What follows belongs to an exercise in optimizing a design on an open flow for small area; a production flow would make more cautious choices.
Only simulation tests tie the RTL to the original design; equivalence was not proved.
Power is estimated from default activity; no workload was simulated.

File: design/flow/config.mk
export PLATFORM = sky130hd
export DESIGN_NAME = llr_read_combiner
export DESIGN_NICKNAME = llr_read_combiner
export VERILOG_FILES = /design/flow/design.v
export SDC_FILE = /design/flow/constraint.sdc
export NUM_CORES = 4
export LEC_CHECK = 0
export CAP_MARGIN = 20
export CORE_MARGIN = 2
export CORE_UTILIZATION = 40
export SLEW_MARGIN = 20
File: design/flow/constraint.sdc
create_clock -name core_clock -period 8.0 [get_ports {clk}]
set_input_delay 1.6000 -clock core_clock [delete_from_list [all_inputs] [get_ports {clk}]]
set_output_delay 1.6000 -clock core_clock [all_outputs]
set_load 0.01 [all_outputs]
File: design/flow/design.v
package dna_llr_pkg;
  localparam int DEF_DATA_WIDTH = 32;
  localparam int DEF_LLR_W      = 32;
  localparam int DEF_ACC_W      = 40;
  localparam int DEF_MAX_READS  = 16;
  localparam int SAT_W = 64;
  localparam logic signed [31:0] LLR_ONE = 32'sd1 <<< 23;
  typedef enum logic [1:0] {IDLE, ACCUM, HOLD} state_e;
  typedef logic signed [SAT_W:0] wide_t;
  typedef struct packed {
    logic signed [SAT_W-1:0] sum;
    logic                    sat;
  } sat_res_t;
endpackage
import dna_llr_pkg::*;
module llr_sat_acc
#(
  parameter int LLR_W = dna_llr_pkg::DEF_LLR_W,
  parameter int ACC_W = dna_llr_pkg::DEF_ACC_W
) (
  input  logic             clk,
  input  logic             rst_n,
  input  logic             clear,
  input  logic             en,
  input  logic             active,
  input  logic [LLR_W-1:0] llr,
  output logic [ACC_W-1:0] acc_nxt,
  output logic             sat
);
  logic [ACC_W-1:0]       acc_q, acc_d;
  logic signed [SAT_W:0]  sum_w, lim_w;
  logic [SAT_W-1:0]       res_sum;
  logic                   res_sat;
  logic [SAT_W-1:ACC_W]   sum_hi_unused;
  always_comb begin
    acc_d         = acc_q;
    sat           = 1'b0;
    sum_w   = {{(SAT_W-ACC_W+1){acc_q[ACC_W-1]}}, acc_q} + {{(SAT_W-LLR_W+1){llr[LLR_W-1]}}, llr};
    lim_w   = ((SAT_W+1)'(1) <<< (ACC_W - 1)) - (SAT_W+1)'(1);
    res_sum = sum_w[SAT_W-1:0];
    res_sat = 1'b0;
    if (sum_w > lim_w) begin
      res_sum = lim_w[SAT_W-1:0];
      res_sat = 1'b1;
    end else if (sum_w < -lim_w) begin
      res_sum = -lim_w[SAT_W-1:0];
      res_sat = 1'b1;
    end
    sum_hi_unused = res_sum[SAT_W-1:ACC_W];
    if (clear) begin
      acc_d = '0;
    end else if (en) begin
      if (active) begin
        acc_d = res_sum[ACC_W-1:0];
        sat   = res_sat;
      end else begin
        acc_d = '0;
      end
    end
  end
  assign acc_nxt = acc_d;
  always_ff @(posedge clk or negedge rst_n) begin
    if (!rst_n) acc_q <= '0;
    else        acc_q <= acc_d;
  end
endmodule
import dna_llr_pkg::*;
module llr_read_combiner
#(
  parameter int DATA_WIDTH = dna_llr_pkg::DEF_DATA_WIDTH,
  parameter int LLR_W      = dna_llr_pkg::DEF_LLR_W,
  parameter int ACC_W      = dna_llr_pkg::DEF_ACC_W,
  parameter int MAX_READS  = dna_llr_pkg::DEF_MAX_READS,
  localparam int RW        = $clog2(MAX_READS + 1)
) (
  input  logic                             clk,
  input  logic                             rst_n,
  input  logic                             start,
  input  logic [RW-1:0]                    num_reads_in,
  input  logic signed [31:0]               N_in,
  input  logic                             flush,
  input  logic                             llr_valid,
  input  logic [DATA_WIDTH-1:0][LLR_W-1:0] llr_in,
  output logic                             busy,
  output logic                             out_valid,
  input  logic                             out_ready,
  output logic [DATA_WIDTH-1:0]            out_bits,
  output logic [DATA_WIDTH-1:0]            out_erasure,
  output logic [RW-1:0]                    out_reads,
  output logic                             err_drop,
  output logic                             err_sat
);
  dna_llr_pkg::state_e              state_q, state_d;
  logic [RW-1:0]          cnt_q, cnt_d, cnt_inc;
  logic [RW-1:0]          num_reads_q, num_reads_d;
  logic signed [31:0]     n_q, n_d;
  logic                   err_drop_q, err_drop_d, err_sat_q, err_sat_d;
  logic                   out_valid_q, out_valid_d, busy_q, busy_d;
  logic [DATA_WIDTH-1:0]  out_bits_q, out_bits_d, out_erasure_q, out_erasure_d;
  logic [RW-1:0]          out_reads_q, out_reads_d;
  logic                   start_ok, lane_clear, lane_en;
  logic [DATA_WIDTH-1:0]  lane_active, lane_sat;
  logic [ACC_W-1:0]       acc_nxt [DATA_WIDTH];
  assign start_ok   = start && (num_reads_in != '0) && (num_reads_in <= RW'(MAX_READS));
  assign lane_clear = start_ok && (state_q != HOLD);
  assign lane_en    = (state_q == ACCUM) && llr_valid && !start_ok;
  assign cnt_inc    = cnt_q + RW'(1);
  for (genvar i = 0; i < DATA_WIDTH; i++) begin : g_lane
    localparam logic signed [31:0] IDX = i;
    assign lane_active[i] = (n_q > IDX);
    llr_sat_acc #(.LLR_W(LLR_W), .ACC_W(ACC_W)) u_acc (
      .clk     (clk),
      .rst_n   (rst_n),
      .clear   (lane_clear),
      .en      (lane_en),
      .active  (lane_active[i]),
      .llr     (llr_in[i]),
      .acc_nxt (acc_nxt[i]),
      .sat     (lane_sat[i])
    );
  end
  always_comb begin
    state_d = state_q;
    unique case (state_q)
      IDLE:  if (start_ok) state_d = ACCUM;
      ACCUM: begin
        if (start_ok)                                 state_d = ACCUM;
        else if (llr_valid && cnt_inc == num_reads_q) state_d = HOLD;
        else if (flush) state_d = (llr_valid || cnt_q != '0) ? HOLD : IDLE;
      end
      HOLD:  if (out_ready) state_d = IDLE;
      default: state_d = IDLE;
    endcase
  end
  always_comb begin
    cnt_d         = cnt_q;
    num_reads_d   = num_reads_q;
    n_d           = n_q;
    err_sat_d     = err_sat_q | (lane_en & (|lane_sat));
    err_drop_d    = err_drop_q | (llr_valid && state_q != ACCUM);
    out_bits_d    = out_bits_q;
    out_erasure_d = out_erasure_q;
    out_reads_d   = out_reads_q;
    if (lane_clear) begin
      cnt_d       = '0;
      num_reads_d = num_reads_in;
      n_d         = N_in;
      err_sat_d   = 1'b0;
      err_drop_d  = llr_valid;
    end else if (lane_en) begin
      cnt_d = cnt_inc;
    end
    out_valid_d = (state_d == HOLD);
    busy_d      = (state_d != IDLE);
    if (state_q == ACCUM && state_d == HOLD) begin
      out_reads_d = cnt_d;
      for (int i = 0; i < DATA_WIDTH; i++) begin
        out_bits_d[i]    = lane_active[i] & acc_nxt[i][ACC_W-1];
        out_erasure_d[i] = lane_active[i] & (acc_nxt[i] == '0);
      end
    end
  end
  always_ff @(posedge clk or negedge rst_n) begin
    if (!rst_n) begin
      state_q       <= IDLE;
      cnt_q         <= '0;
      num_reads_q   <= '0;
      n_q           <= '0;
      err_drop_q    <= 1'b0;
      err_sat_q     <= 1'b0;
      out_valid_q   <= 1'b0;
      busy_q        <= 1'b0;
      out_bits_q    <= '0;
      out_erasure_q <= '0;
      out_reads_q   <= '0;
    end else begin
      state_q       <= state_d;
      cnt_q         <= cnt_d;
      num_reads_q   <= num_reads_d;
      n_q           <= n_d;
      err_drop_q    <= err_drop_d;
      err_sat_q     <= err_sat_d;
      out_valid_q   <= out_valid_d;
      busy_q        <= busy_d;
      out_bits_q    <= out_bits_d;
      out_erasure_q <= out_erasure_d;
      out_reads_q   <= out_reads_d;
    end
  end
  assign busy        = busy_q;
  assign out_valid   = out_valid_q;
  assign out_bits    = out_bits_q;
  assign out_erasure = out_erasure_q;
  assign out_reads   = out_reads_q;
  assign err_drop    = err_drop_q;
  assign err_sat     = err_sat_q;
endmodule
File: design/flow/run.sh
#!/bin/bash
# synth_recipe.tcl (not shown) runs the flow's synth.tcl, then flattens the netlist and writes it again
# the make line also repeats each setting of config.mk as NAME=value (left out here)
make -C /OpenROAD-flow-scripts/flow DESIGN_CONFIG=/design/flow/config.mk WORK_HOME=/design/flow/orfs CLKGATE_MAP_FILE= SYNTH_SCRIPT=/design/flow/synth_recipe.tcl finish
==> results.yml <==
synth:
  yosys_warnings: 3
  synthTopCellsByCount: "nand2_1 (1806), a21oi_1 (1781), nor2_1 (1534)"
  synth-main-ff-cell: "dfrtp_1"
  synth_edf_count: 0
  netlist_area_um2: 140000
  async_reset_ff_share_pct: 100
  ys_ff_latch: 1397
  synth_top_area_share_pct: 25.1
  syn_inst: 17800
  ys_seq_area_share_pct: 25.1
  synth_fp_nets: 20200
  yosys.cell_count.top_type: "nand2_1"
  yosys.area.top_type: "dfrtp_1"
  synth.area.top_cells: "dfrtp_1 (25%), ha_1 (11%), a21oi_1 (6.4%)"
  syn_area_per_cell_um2: 7.85
  ys_types: 116
clock_tree:
  h-tree-depth: 4
  cts.reportedPaths.clkPinSlew_ps: 70
  clockBufferDepth: 4
  cts_tree: "done"
  cts_setup_buffers: 0
  cts_resized: 0
  cts-root-buf: "clkbuf_16"
  cts_made_buffers: 186
  numClockSinks: 1397
  clk-insertion-delay-late_ps: 940
  postCtsHoldBufs: 0
placed_design:
  dp_hpwl_um: 470000
  place_congestion: 0.988
  io_buffers: 1139
  post_dp_cell_area_um2: 156000
drt:
  viasPerCell: 6.26
  drt-pass1-iter-count: 8
  routed-wl-met3_um: 45000
  wl_met1_um: 260000
  detail_route.wl_per_cell_um: 25.4
  finalWirelength_um: 593000
  vias: 146000
  top_layer_used: "met5"
  drc: 0
  drt-initial-drc-count: 13700
  final_antenna_net_count: 0
  wl_met2_um: 261000
worst_setup_path:
  crit_type: "in -> reg"
  endpoint_kind: "flop"
  crit_fanout: 4
  cp-startpoint: "llr_in[675]"
  r2r-start: "g_lane[21].u_acc.acc_q[4]$_DFF_PN0_"
  worstPathRequired_ps: 8800
  critPathLaunchType: "primary input"
  cp.arrival_ps: 7700
sta:
  fmax_mhz: 145
  clock_skew_ps: 68.7
  setup_viol: 0
  rsz0062_at_grt: "false"
  holdWs_ps: 470
  relSlewSlack_pct: 26.2
  period_needed_ps: 6900
  finalMaxSlewViolations: 0
  fin_crit_sh_pct: 86.2
  tns_ps: 0
  hold_viol: 0
  tightest_slew_ps: 1100
global_route:
  grt_overflow: 0
  grt_max_degree: 141
  gr-usage-all-layers_pct: 32.1
  antenna_found_initial: 180
  grt_pass1_vias: 139000
  grt_pass1_wl_um: 887000
die:
  die_y_um: 595
  die_x_um: 595
  start_util_pct: 40.2
  io_pins: 1140
  die_area_um2: 354000
  rows: 216
  coreArea_um2: 347000
layout:
  synthToLayoutAreaGrowth_pct: 16.7
  n_fill_cell: 34400
  final_layout_size_suffix_gt1_share_pct: 4.66
  nets: 20900
  fin_area_um2: 163000
status:
  status: "finished clean"
run:
  cap_viol_max_count: 0
min_path:
  hold_path.class: "reg -> reg"
  hold_path_startpoint: "out_bits_q[19]$_DFFE_PN0P_"
power_and_ir_drop:
  peakVddDrop_mv: 0.190
  pwr_density_cell_nw_per_um2: 385
  leakage_nw: 73.3
==> report_power, final <==
part / switching (mW) / internal [mW]
clock: 3.82 / 5.62
combinational: 24.9 / 15.8
sequential: 2.79 / 9.74
==> area by class of cell <==
| type | count | area [um2] | share of cell area (%) |
|---|---|---|---|
| Antenna cell | 122 | 305 | 0.187 |
| Clock buffer | 236 | 5180 | 3.18 |
| Clock inverter | 103 | 1470 | 0.900 |
| Inverter | 473 | 1780 | 1.09 |
| Multi-Input combinational cell | 15000 | 99700 | 61.2 |
| Sequential cell | 1397 | 35000 | 21.5 |
| Tap cell | 4578 | 5730 | 3.52 |
| Timing Repair Buffer | 1420 | 13800 | 8.49 |
==> registers in the layout, indices dropped and copies added (netlist names) <==
signal	flops
g_lane.u_acc.acc_q	1280
n_q	32
out_bits_q	32
out_erasure_q	32
cnt_q	5
num_reads_q	5
out_reads_q	5
state_q	2
busy_q	1
err_drop_q	1
err_sat_q	1
out_valid_q	1
==> layout by cell type (no fill, tap or decap), types with 124 or more instances in the layout <==
cell / count
nand2_1: 1803
a21oi_1: 1780
nor2_1: 1520
dfrtp_1: 1396
o21ai_0: 1289
ha_1: 1282
clkdlybuf4s50_1: 1138
a21o_1: 656
xnor2_1: 652
inv_1: 470
xor2_1: 413
nand3_1: 393
nor4_1: 359
nor3_1: 330
nand4_1: 325
a221oi_1: 290
buf_4: 257
a221o_1: 252
a211oi_1: 234
o21a_1: 220
a31oi_1: 218
clkbuf_16: 190
o21bai_1: 181
and2_1: 169
nor2b_1: 164
and3_1: 157
nand2b_1: 151
or3_1: 150
o211ai_1: 148
or4_1: 124
==> layer usage <==
metal  global-route usage [%]  vias to the layer above
met3                     5.64                      966
li1                         -                    68900
met4                     14.5                       72
met1                     43.6                    70600
met2                     49.6                     5641
met5                        0                        -
==> cell families after synthesis <==
group | share of synthesized area [%]
AOI/OAI and AO/OA | 30.6
xor gates and xnor gates | 6.69
muxes | 0.353
buffers and inverters | 3.68
DFF | 25.1
adders and majority gates | 12.5
and+or+nand+nor | 21.1
==> critical path: stages <==
cell and delay [ps]:
clkdlybuf4s50_1 420, ha_1 350, and2_1 190, a211o_1 320, or3_1 330, a2111oi_0 530, o211ai_1 160, a2111oi_0 610
nand4b_1 140, or4_1 470, or4b_1 490, nor4_1 430, nand3_1 230, o221ai_1 590, a21oi_1 230, buf_4 230
nand4_1 80, nor4_1 50, a221oi_1 230
==> through the flow <==
step	cells	total power [mW]	setup slack, ps	util (%)
floorplan	17800	40.1	1500	-
global placement	22900	52.4	317	45.0
detailed placement	22900	52.2	306	45.0
CTS	23200	62.0	1290	46.9
global route	23300	67.2	754	47.0
finish	23400	62.6	1100	47.0
==> final timing paths <==
| path | slack, ps | end | depth (start not counted) |
|---|---|---|---|
| min in group asynchronous | 590 | g_lane[1].u_acc.acc_q[5]$_DFF_PN0_ | 1 |
| max | 1100 | err_sat_q$_DFF_PN0_ | 19 |
| max reg2reg | 1830 | err_sat_q$_DFF_PN0_ | 18 |
| max in group asynchronous | 5470 | g_lane[30].u_acc.acc_q[5]$_DFF_PN0_ | 3 |
| min | 470 | out_bits_q[19]$_DFFE_PN0P_ | 2 |
| min reg2reg | 470 | out_bits_q[19]$_DFFE_PN0P_ | 2 |

## what the ideal ports hide
No port has a modelled driver above. Below, the same layout with a new extraction and two added sets of constraints. Step 1 assumes that a clkbuf_16 drives the clock port and a buf_2 every other input. Step 2 moves the port delays by t, midway between the first and last clock arrival at a register: inputs arrive t later, outputs are due t later. That takes back most of the time a late clock gives input paths. Slacks: ideal ports / drivers / drivers and shift; pairs: ideal ports / drivers.
shift t [ns]: 1.024
setup WS [ns]: 1.100 / 1.195 / 0.171
hold slack, ns: 0.470 / 0.470 / 0.470
After both steps setup and hold are still met in this run. For this run, drivers alone change the setup slack by +0.095 ns; drivers and shift together by -0.929 ns.
